Background: an optimization exercise with open tools, aiming at small area, a short achievable clock period and few clock cycles. Do not read the settings as production practice.
Function was checked by simulation only, so behaviour that the tests miss may differ from the original.
Power is estimated from default activity; no workload was simulated.

## flow/config.mk

```make
export PLATFORM = sky130hd
export DESIGN_NAME = multicycle_datapath
export DESIGN_NICKNAME = multicycle_datapath
export VERILOG_FILES = /design/flow/design.v
export SDC_FILE = /design/flow/constraint.sdc
export NUM_CORES = 4
export LEC_CHECK = 0
export CAP_MARGIN = 20
export CORE_MARGIN = 2
export CORE_UTILIZATION = 40
export SLEW_MARGIN = 20
```

## flow/constraint.sdc

```tcl
create_clock -name core_clock -period 10.0 [get_ports {clk}]
set_input_delay 2.0000 -clock core_clock [delete_from_list [all_inputs] [get_ports {clk}]]
set_output_delay 2.0000 -clock core_clock [all_outputs]
set_load 0.01 [all_outputs]
```

## flow/design.v

```verilog
package cpu_pkg;
    typedef enum logic [4:0] {
        OP_ADD  = 5'd0,  OP_SUB = 5'd1,  OP_CMP = 5'd5,  OP_AND = 5'd6,  OP_OR  = 5'd7,
        OP_NOT  = 5'd8,  OP_MOV = 5'd9,  OP_LSL = 5'd10, OP_LSR = 5'd11, OP_ASR = 5'd12,
        OP_NOP  = 5'd13, OP_LD  = 5'd14, OP_ST  = 5'd15, OP_BEQ = 5'd16, OP_BGT = 5'd17,
        OP_B    = 5'd18, OP_CALL = 5'd19, OP_RET = 5'd20
    } opcode_e;
    typedef enum logic [2:0] {S_FETCH, S_DECODE, S_EXEC, S_MEM, S_WB, S_HALT} state_e;
    typedef struct packed {
        logic e;
        logic gt;
    } flags_t;
    localparam int OP_LO  = 27;
    localparam int I_BIT  = 26;
    localparam int RD_LO  = 22;
    localparam int RS1_LO = 18;
    localparam int RS2_LO = 14;
    function automatic logic isLegal(input logic [4:0] op);
        isLegal = op <= 5'd20 && !(op >= 5'd2 && op <= 5'd4);
    endfunction
endpackage
module dp_alu #(
    parameter int DATA_W = 32
) (
    input  logic [DATA_W-1:0] A,
    input  logic [DATA_W-1:0] B,
    input  cpu_pkg::opcode_e           op,
    output logic [DATA_W-1:0] result,
    output logic              E,
    output logic              GT
);
    localparam int SH_W = $clog2(DATA_W);
    logic [SH_W-1:0]   sh;
    logic [DATA_W-1:0] asrRes;
    assign sh = B[SH_W-1:0];
    assign asrRes = $signed(A) >>> sh;
    assign E = A == B;
    assign GT = $signed(A) > $signed(B);
    always_comb
        result = op == cpu_pkg::OP_SUB || op == cpu_pkg::OP_CMP ? A - B :
                 op == cpu_pkg::OP_AND ? A & B :
                 op == cpu_pkg::OP_OR  ? A | B :
                 op == cpu_pkg::OP_NOT ? ~B :
                 op == cpu_pkg::OP_MOV ? B :
                 op == cpu_pkg::OP_LSL ? A << sh :
                 op == cpu_pkg::OP_LSR ? A >> sh :
                 op == cpu_pkg::OP_ASR ? asrRes :
                 A + B;
endmodule
module multicycle_datapath #(
    parameter int DATA_W  = 32,
    parameter int NREG    = 16,
    parameter int IADDR_W = 10,
    parameter int DADDR_W = 10
) (
    input  logic               clk,
    input  logic               rst,
    output logic               imem_req,
    output logic [IADDR_W-1:0] imem_addr,
    input  logic               imem_ack,
    input  logic [31:0]        imem_rdata,
    output logic               dmem_req,
    output logic               dmem_we,
    output logic [DADDR_W-1:0] dmem_addr,
    output logic [DATA_W-1:0]  dmem_wdata,
    input  logic               dmem_ack,
    input  logic [DATA_W-1:0]  dmem_rdata,
    output logic [31:0]        pc,
    output logic               halted,
    output logic               err
);
    localparam int RI_W = $clog2(NREG);
    localparam logic [RI_W-1:0] RA = RI_W'(NREG - 1);
    cpu_pkg::state_e            state, nextState;
    logic [31:0]       ir, pcPlus4, target;
    cpu_pkg::flags_t            flags;
    logic [DATA_W-1:0] regs [NREG];
    logic [DATA_W-1:0] opA, opB, immx, immNext, res, mdr, aluB, aluRes;
    logic [RI_W-1:0]   rs1Idx, rs2Idx, rdIdx;
    logic [15:0]       imm16;
    logic              fill, aluE, aluGt, taken;
    cpu_pkg::opcode_e           op;
    assign op = cpu_pkg::opcode_e'(ir[cpu_pkg::OP_LO +: 5]);
    assign rs1Idx = op == cpu_pkg::OP_RET ? RA : ir[cpu_pkg::RS1_LO +: RI_W];
    assign rs2Idx = op == cpu_pkg::OP_ST ? ir[cpu_pkg::RD_LO +: RI_W] : ir[cpu_pkg::RS2_LO +: RI_W];
    assign rdIdx = op == cpu_pkg::OP_CALL ? RA : ir[cpu_pkg::RD_LO +: RI_W];
    assign imm16 = ir[15:0];
    assign fill = ir[17:16] == 2'b00 ? imm16[15] : ir[17:16] == 2'b10;
    assign immNext = ir[17:16] == 2'b11 ? DATA_W'({imm16, 16'h0000}) : {{(DATA_W-16){fill}}, imm16};
    assign aluB = ir[cpu_pkg::I_BIT] ? immx : opB;
    assign pcPlus4 = pc + 32'd4;
    assign target = op == cpu_pkg::OP_RET ? opA[31:0] : pc + {{3{ir[26]}}, ir[26:0], 2'b00};
    assign taken = op == cpu_pkg::OP_B || op == cpu_pkg::OP_CALL || op == cpu_pkg::OP_RET || (op == cpu_pkg::OP_BEQ && flags.e) || (op == cpu_pkg::OP_BGT && flags.gt);
    dp_alu #(.DATA_W(DATA_W)) uAlu (
        .A      (opA),
        .B      (aluB),
        .op     (op),
        .result (aluRes),
        .E      (aluE),
        .GT     (aluGt)
    );
    assign imem_addr = pc[IADDR_W+1:2];
    assign dmem_addr = res[DADDR_W+1:2];
    assign dmem_wdata = opB;
    assign dmem_we = op == cpu_pkg::OP_ST;
    assign halted = state == cpu_pkg::S_HALT && !rst;
    assign err = state == cpu_pkg::S_HALT && !rst;
    always_ff @(posedge clk)
        state <= rst ? cpu_pkg::S_FETCH : nextState;
    always_comb begin
        nextState = state;
        imem_req = 1'b0;
        dmem_req = 1'b0;
        case (state)
            cpu_pkg::S_FETCH: begin
                imem_req = 1'b1;
                nextState = imem_ack ? cpu_pkg::S_DECODE : cpu_pkg::S_FETCH;
            end
            cpu_pkg::S_DECODE: nextState = cpu_pkg::isLegal(ir[cpu_pkg::OP_LO +: 5]) ? cpu_pkg::S_EXEC : cpu_pkg::S_HALT;
            cpu_pkg::S_EXEC: nextState = op == cpu_pkg::OP_LD || op == cpu_pkg::OP_ST ? cpu_pkg::S_MEM :
                                op == cpu_pkg::OP_CMP || op == cpu_pkg::OP_NOP || op == cpu_pkg::OP_B || op == cpu_pkg::OP_BEQ || op == cpu_pkg::OP_BGT || op == cpu_pkg::OP_RET ? cpu_pkg::S_FETCH : cpu_pkg::S_WB;
            cpu_pkg::S_MEM: begin
                dmem_req = 1'b1;
                nextState = !dmem_ack ? cpu_pkg::S_MEM : op == cpu_pkg::OP_LD ? cpu_pkg::S_WB : cpu_pkg::S_FETCH;
            end
            cpu_pkg::S_WB: nextState = cpu_pkg::S_FETCH;
            default: nextState = cpu_pkg::S_HALT;
        endcase
        if (rst) begin
            imem_req = 1'b0;
            dmem_req = 1'b0;
        end
    end
    always_ff @(posedge clk)
        if (rst) begin
            pc <= '0;
            ir <= '0;
            flags <= '0;
            opA <= '0;
            opB <= '0;
            immx <= '0;
            res <= '0;
            mdr <= '0;
            for (int i = 0; i < NREG; i++) regs[i] <= '0;
        end else
            case (state)
                cpu_pkg::S_FETCH: if (imem_ack) ir <= imem_rdata;
                cpu_pkg::S_DECODE: begin
                    opA <= regs[rs1Idx];
                    opB <= regs[rs2Idx];
                    immx <= immNext;
                end
                cpu_pkg::S_EXEC: begin
                    res <= op == cpu_pkg::OP_CALL ? DATA_W'(pcPlus4) : aluRes;
                    if (op == cpu_pkg::OP_CMP) flags <= {aluE, aluGt};
                    pc <= taken ? target : pcPlus4;
                end
                cpu_pkg::S_MEM: if (dmem_ack && op == cpu_pkg::OP_LD) mdr <= dmem_rdata;
                cpu_pkg::S_WB: regs[rdIdx] <= op == cpu_pkg::OP_LD ? mdr : res;
                default: ;
            endcase
endmodule
```

## flow/run.sh

```bash
#!/bin/bash
# synth_recipe.tcl (not shown) runs the flow's synth.tcl, then flattens the netlist and writes it again
# the make line also repeats each setting of config.mk as NAME=value (left out here)
make -C /OpenROAD-flow-scripts/flow DESIGN_CONFIG=/design/flow/config.mk WORK_HOME=/design/flow/orfs CLKGATE_MAP_FILE= SYNTH_SCRIPT=/design/flow/synth_recipe.tcl finish
```

==> results.txt <==
cell families after synthesis:
family	share of synthesized area, %
xor+xnor	2.25
flops	42.1
fa+ha+maj	3.50
simple gates	16.9
mux	12.2
buf+inv	5.31
compound gates	17.7
flip-flops by register name, indices dropped and copies added (netlist names):
name   count
flags      2
mdr       32
res       32
opA       32
regs     512
pc        32
ir        32
state      3
opB       32
immx      32
synth_stat cells (16+ instances only):
library cell / count / share of area (%)
o22ai_1: 93 / 1.2
and2_0: 25 / 0.33
ha_1: 127 / 3.3
a31oi_1: 101 / 1.3
clkbuf_1: 321 / 2.5
a211oi_1: 121 / 1.9
inv_1: 107 / 0.85
nor2_1: 734 / 5.8
nand3_1: 176 / 1.9
a221oi_1: 35 / 0.65
nor3_1: 52 / 0.55
nor2b_1: 19 / 0.25
buf_4: 32 / 0.51
o21ai_0: 233 / 2.5
o221ai_1: 83 / 1.5
o211ai_1: 62 / 0.98
xnor2_1: 91 / 1.7
nand2b_1: 16 / 0.21
buf_2: 71 / 0.75
mux4_2: 182 / 8.6
dfxtp_1: 229 / 9.7
nand2_1: 744 / 5.9
a21oi_1: 378 / 4.0
and3_1: 17 / 0.22
mux2i_1: 146 / 3.1
o21bai_1: 16 / 0.25
o21ai_1: 24 / 0.25
edfxtp_1: 512 / 32
buf_1: 40 / 0.32
xor2_1: 31 / 0.57
and2_1: 49 / 0.65
tightest hold or removal path, cell delays in order (launching register included):
cell and delay [ps]:
dfxtp_1 310, nand2_1 50, a21oi_1 50
final cells by class:
cell class                 count  area, um^2  share of cell area [%]
sequential                   741       20000                    37.6
timing repair buffer         289        2640                    4.98
antenna                        3        7.51                  0.0141
clock buffer                 110        2320                    4.37
multi-input combinational   3823       25300                    47.6
tap                         1536        1920                    3.62
clock inverter                44         517                   0.973
inverter                     113         432                   0.813
routing by layer:
layer	vias to the layer above	global-route usage, %
met4	6	17.6
li1	18700	-
met1	21600	46.2
met5	-	0
met3	539	9.17
met2	3103	49.4
worst paths after layout:
path	startpoint	end	slack [ps]
setup / recovery	rst	dmem_req	4200
hold / removal	immx[15]	immx[15]	450
setup reg to reg	ir[26]	res[30]	4310
hold reg to reg	immx[15]	immx[15]	450
metrics by stage:
step	cell area (um^2)	worst slack (ps)	std cells	total power [W]	hold slack (ps)
6_report	53100	4200	6659	0.00930	453
2_1_floorplan	47500	4910	5151	0.00512	424
4_1_cts	53000	4230	6654	0.00921	455
5_1_grt	53100	4120	6656	0.00954	472
3_5_place_dp	50200	3950	6500	0.00603	448
3_3_place_gp	50200	4040	6500	0.00602	441
where the power goes:
group          internal (W)  leakage [nW]  total [W]  switching [W]
Sequential          0.00341          7.15    0.00362       0.000210
Clock               0.00183          1.37    0.00321        0.00138
Combinational      0.000862          9.55    0.00247        0.00161
Total               0.00610          18.1    0.00930        0.00320
==> impl_metrics.ini <==
[global_route]
gr-total-overflow = 0
grt_pass1_wl_um = 299000
antenna_found_initial = 10
grt_use_total_pct = 34.0
grt_pass1_vias = 40700
grt_max_degree = 187

[job]
cap_violations = 0

[worst_setup_path]
crit_arrival_ps = 3800
end_kind = primary output
start_kind = input port
critPathRequiredTime_ps = 8000
path_depth = 5
worst-setup-path-type = input port to primary output
critPathMaxFanout = 60
r2r_cells = 15
critPathTopFamily = buffers and inverters
crit_buf_inv = 4
cpPeakStageDelay_ps = 540
path_cells = buf_6 -> inv_2 -> buf_4 -> and2_1 -> clkdlybuf4s50_1
crit_path_top_delay_cell = clkdlybuf4s50_1

[clock_tree]
ctsRootBufferMaster = clkbuf_16
ctsResizeCount = 0
clock_latency_ps = 690
tritoncts = done
path_clk_slew_ps = 60
cts.sinks = 741
clock_path_buffers = 3
post-cts-setup-buffers = 0
cts-buffers-inserted = 83
htreeDepth = 3
hold_buffers = 0

[floorplan]
initial_core_util_pct = 40.2
die_x_um = 348
die_h_um = 348
die_area_um2 = 121000
coreArea_um2 = 118000
row_count = 126
ioPinCount = 157

[detailed_routing]
totalWireLength_um = 213000
top_layer = met5
drtPass1Iterations = 8
met2_wirelength_um = 89200
remaining_drc_errors = 0
drt_iter0_markers = 7068
avgRoutedWirePerCell_um = 32.0
vias_per_cell = 6.59
wl_met3_um = 27800
wl_met1_um = 82500
ant_nets = 0
vias = 43900

[synthesis]
syn-cell-area_um2 = 47500
synth.yosys.seq_area_share_pct = 42.1
yosysWarnings = 2
synth-seq-cells = 741
syn_nets = 5349
synthCells = 5151
synthDistinctLibCells = 102
async_reset_ff_share_pct = 0
synth-edff-count = 512
syn_area_per_cell_um2 = 9.21
synth_ff_type = edfxtp_1

[cells_and_area]
area_growth_pct = 11.9
layout_common_cells = nor2_1 (725), nand2_1 (715), edfxtp_1 (512)
fin_nets = 5249
post-route-util_pct = 45.0
final_common_cell = nor2_1
fillerInstances = 11400
drive_above_1_share_pct = 11.0

[sta]
setup-tns-final_ps = 0
period_minus_slack_ps = 5800
hold_viol = 0
worst_pin_slew_ps = 1160
setup_viol = 0
fin_skew_ps = 36.2
fin_crit_sh_pct = 58.0
max-slew-margin-rel_pct = 22.6
slew_viol_final = 0
rsz0062_at_grt = no
max_clock_freq_mhz = 172

[run_status]
status = finished clean

[place]
dp_hpwl_um = 149000
place_congestion = 1.11
io_buffer_count = 156

[power_and_ir_drop]
peakVddDrop_uv = 142
power_leakage_nw = 18.1
pwr_density_cell_nw_per_um2 = 175

[min_path]
worstHoldPathCells = 2
min-delay-path-class = flip-flop to flip-flop
Testbench counts, summed over its fixed seeds: cycles 60,343.

what the ideal ports hide:
In the flow no input, the clock included, has a driving cell. The finished layout below was timed again as built, in two steps. Step 1 assumes that a clkbuf_16 drives the clock port and a buf_2 every other input. Step 2 adds t to the input delays and takes it off the output delays; t is the mean of the earliest and latest rising clock arrival at the registers after step 1. Input paths then give back, and output paths get back, about the clock's delay inside the block. Slacks: ideal / step 1 / step 2; pairs: ideal / step 1.
shift t [ns]: 0.738
slack for setup (ns): 4.202 / 4.158 / 3.824
worst hold slack (ns): 0.453 / 0.453 / 0.453
After both steps this run still meets setup and hold. The setup slack of this run moves by -0.044 ns with the drivers and by -0.378 ns with both steps.
